Background: an optimization exercise with open tools, aiming at small area and a short achievable clock period. Do not read the settings as production practice.
Function was checked by simulation only, so behaviour that the tests miss may differ from the original.

==> inputs of 02-04 <==
==> flow/design.v (excerpt) <==
module gimbal_bilinear_servo_map (
  input  wire                clk,
  input  wire                rst_n,
  input  wire                start,
  output logic               busy,
  input  wire  signed [15:0] in_pitch_setpoint,
  input  wire  signed [15:0] in_yaw_setpoint,
  output logic               out_valid,
  output logic signed [14:0] out_top_angle_raw,
  output logic signed [14:0] out_bottom_angle_raw,
  output logic        [6:0]  out_top_servo_cmd,
  output logic        [6:0]  out_bottom_servo_cmd,
  input  wire                cfg_valid,
  output logic               cfg_ready,
  input  wire         [0:0]  cfg_index,
  input  wire         [15:0] cfg_data
);
==> flow/config.mk <==
export PLATFORM = sky130hd
export DESIGN_NAME = gimbal_bilinear_servo_map
export DESIGN_NICKNAME = gimbal_bilinear_servo_map
export VERILOG_FILES = /design/flow/design.v
export SDC_FILE = /design/flow/constraint.sdc
export NUM_CORES = 4
export LEC_CHECK = 0
export ABC_AREA = 1
export CAP_MARGIN = 40
export CORE_MARGIN = 2
export CORE_UTILIZATION = 70
export CTS_BUF_LIST = sky130_fd_sc_hd__clkbuf_16
export CTS_CLUSTER_DIAMETER = 100
export CTS_CLUSTER_SIZE = 25
export PLACE_DENSITY = 0.85
export SLEW_MARGIN = 20
==> flow/constraint.sdc <==
create_clock -name core_clock -period 11.0 [get_ports {clk}]
set_input_delay 2.2000 -clock core_clock [delete_from_list [all_inputs] [get_ports {clk}]]
set_output_delay 2.2000 -clock core_clock [all_outputs]
set_load 0.01 [all_outputs]
standard.sh (not shown) runs the stock make flow with config.mk's settings and CLKGATE_MAP_FILE= SYNTH_SCRIPT=/design/flow/synth_recipe.tcl, a recipe that flattens the netlist after the stock synthesis.
==> flow/flow/run.sh <==
#!/bin/bash
# Own layout flow: the standard flow with two changes.
#  1. Between synthesis and floorplan, polar.py removes the inverters that Yosys's
#     full-adder extraction leaves between adders, by choosing each full adder's
#     polarity (fa(~a,~b,~c) = ~fa(a,b,c)). Registers, ports and all other cells stay
#     as synthesis made them.
#  2. The port buffers that global placement inserts are buf_2 cells instead of the
#     default delay buffer.
set -euo pipefail
WORK=$(pwd)
R="$WORK/orfs/results/${FLOW_PLATFORM:-sky130hd}/gimbal_bilinear_servo_map/base"
bash standard.sh synth > "$WORK/synth.log" 2>&1
cp "$R/1_2_yosys.v" "$WORK/synth_netlist.v"
python3 "$WORK/flow/polar.py" "$WORK/synth_netlist.v" "$WORK/polar_netlist.v" > "$WORK/polar.log" 2>&1
cp "$WORK/polar_netlist.v" "$R/1_2_yosys.v"
rm -f "$R/1_synth.odb" "$R/1_synth.sdc"
export BUFFER_PORTS_ARGS="-buffer_cell sky130_fd_sc_hd__buf_2"
bash standard.sh > "$WORK/layout.log" 2>&1
Other scripts of this flow, unchanged in this note and not shown: flow/flow/polar.py
==> 11-18: changes against 02-04 <==
Settings changed: CORE_UTILIZATION 70 to 60, PLACE_DENSITY 0.85 to 0.72.
==> notes <==
Of 02-04 and 11-18, 11-18 has the higher clock skew (gap 0.00050 ns). Against 02-04, the register-to-register slack of 11-18 is better by 0.14 ns. Synthesized cell count is the same in 11-18 and 02-04. In 02-04 the core utilization is higher than in 11-18, by 9.7 points. Non-clock buffer count: 11-18 is lower than 02-04 (3).

* * *

==> indigo: inputs <==
Another version of the RTL of gimbal_bilinear_servo_map (not shown whole).
export LEC_CHECK = 0
export ABC_AREA = 1
export CAP_MARGIN = 40
export CORE_MARGIN = 2
export CORE_UTILIZATION = 60
export CTS_BUF_LIST = sky130_fd_sc_hd__clkbuf_16
export CTS_CLUSTER_DIAMETER = 100
export CTS_CLUSTER_SIZE = 30
export PLACE_DENSITY = 0.72
export SLEW_MARGIN = 20
create_clock -name core_clock -period 11.0 [get_ports {clk}]
Scripts as last shown in full above: flow/flow/run.sh
Other scripts of this flow, unchanged in this note and not shown: flow/flow/polar.py
==> quartz: changes against indigo <==
- CTS_CLUSTER_SIZE: 30 -> 25
==> qor summary <==
quantity                                                         quartz          indigo
Run status                                     timing/DRC/antenna clean  timing/DRC/antenna clean
Final critical-path setup slack                                7.165 ns        7.144 ns
Final Net Count                                                   5,189           5,187
Met1 routed wirelength after detailed routing                  39.33 mm        39.32 mm
Setup slack on the worst flop-to-flop path                      7.17 ns         7.14 ns
Post-detailed-routing wire length                              94.27 mm        94.16 mm
Antenna Cells                                                         1               0
Layout cells sized above 1                                      0.04280         0.04326
Met2 global-route usage                                          0.5210          0.5192
Minimum period implied by the final worst setup slack          3.835 ns        3.856 ns
Proportion of cell area spent on the clock network              0.02145         0.02105
Synth-to-layout area growth                                      5.177%          5.127%
CLK BUF                                                              27              25
Maximum single-stage delay on the critical path                 0.41 ns         0.42 ns
Routed via count divided by cell count                            5.585           5.593
Worst min-delay path endpoint                          a_t_5[8]$_DFF_P_  yf4[2]$_DFF_P_
Number of filler cells placed in the layout                       5,300           5,297
Vias after detailed routing                                      28,554          28,596
Metal2 WL                                                      45.72 mm        45.49 mm
Total Routing Usage GR                                           0.3022          0.3023

* * *

==> inputs of try-fjord <==
Another version of the RTL of gimbal_bilinear_servo_map (not shown whole).
==> flow/config.mk <==
export PLATFORM = sky130hd
export DESIGN_NAME = gimbal_bilinear_servo_map
export DESIGN_NICKNAME = gimbal_bilinear_servo_map
export VERILOG_FILES = /design/flow/design.v
export SDC_FILE = /design/flow/constraint.sdc
export NUM_CORES = 4
export LEC_CHECK = 0
export ABC_AREA = 1
export CAP_MARGIN = 40
export CORE_MARGIN = 2
export CORE_UTILIZATION = 60
export CTS_BUF_LIST = sky130_fd_sc_hd__clkbuf_4 sky130_fd_sc_hd__clkbuf_8
export PLACE_DENSITY = 0.72
export SLEW_MARGIN = 20
==> flow/constraint.sdc <==
create_clock -name core_clock -period 11.0 [get_ports {clk}]
set_input_delay 2.2000 -clock core_clock [delete_from_list [all_inputs] [get_ports {clk}]]
set_output_delay 2.2000 -clock core_clock [all_outputs]
set_load 0.01 [all_outputs]
Scripts as last shown in full above: flow/flow/run.sh
Other scripts of this flow, unchanged in this note and not shown: flow/flow/polar.py
==> try-onyx: changes against try-fjord <==
Settings changed: CTS_BUF_LIST sky130_fd_sc_hd__clkbuf_4 sky130_fd_sc_hd__clkbuf_8 to sky130_fd_sc_hd__clkbuf_16, CTS_CLUSTER_DIAMETER set to 100, CTS_CLUSTER_SIZE set to 30.
==> qor summary <==
Run status: try-onyx timing/DRC/antenna clean; try-fjord timing/DRC/antenna clean
GR Util met2: try-onyx 0.510; try-fjord 0.514
Share of post-route cells with drive strength above 1: try-onyx 0.0498; try-fjord 0.0706
Met3 Routed Length: try-onyx 4.88 mm; try-fjord 5.66 mm
Vias: try-onyx 28100; try-fjord 28500
Number of levels the H-tree was split into: try-onyx 1; try-fjord 3
Final min period: try-onyx 4180 ps; try-fjord 4260 ps
Pre-antenna DRT Iters: try-onyx 6; try-fjord 5
CLK BUF: try-onyx 25; try-fjord 109
Total inserted antenna cells: try-onyx 0; try-fjord 2
Filler cells: try-onyx 5224; try-fjord 5154
Worst Slack Setup Final: try-onyx 6820 ps; try-fjord 6740 ps
Final worst hold slack: try-onyx 309 ps; try-fjord 325 ps
Number of global-route vias before repair: try-onyx 28800; try-fjord 29300
Area of all placed cells without fillers: try-onyx 0.0386 mm2; try-fjord 0.0394 mm2
Met1 routing resource usage after global routing: try-onyx 0.398; try-fjord 0.399
Routed vias/inst: try-onyx 5.60; try-fjord 5.56
Utilization after layout: try-onyx 0.639; try-fjord 0.652
Buffer type at the clock tree root: try-onyx clkbuf_16; try-fjord clkbuf_8
Final Cycle Share: try-onyx 0.380; try-fjord 0.387
Clock skew after layout: try-onyx 30.7 ps; try-fjord 28.7 ps
GRT Util Overall: try-onyx 0.300; try-fjord 0.307

[separate check: timing with driven ports]
In the flow no input, the clock included, has a driving cell. The finished layouts below were timed again as built, in two steps.
Step 1: set_driving_cell puts a clkbuf_16 on clk and a buf_2 on each other input, an assumption about the parent block.
Step 2 moves the port delays by t, midway between the first and last clock arrival at a register: inputs arrive t later, outputs are due t later. That takes back most of the time a late clock gives input paths.
a / b / c = no drivers / after step 1 / after step 2; a / b = the first two.
run | t, ns | slack for setup (ns) | slew at the worst register clock pin (ns) | worst data-port slew with drivers (ns)
02-04 | 0.651 | 6.949 / 6.949 / 6.780 | 0.10 / 0.10 | 0.06
11-18 | 0.645 | 7.089 / 7.089 / 6.889 | 0.10 / 0.10 | 0.05
indigo | 0.657 | 7.144 / 7.144 / 7.042 | 0.12 / 0.12 | 0.06
quartz | 0.657 | 7.165 / 7.165 / 7.067 | 0.10 / 0.10 | 0.05
try-fjord | 0.734 | 6.741 / 6.741 / 6.736 | 0.07 / 0.07 | 0.06
try-onyx | 0.682 | 6.818 / 6.818 / 6.785 | 0.12 / 0.12 | 0.06
After both steps setup and hold are still met in every run listed. The setup slack of 11-18, which loses most, moves by 0.000 ns with the drivers and by -0.200 ns with both steps.
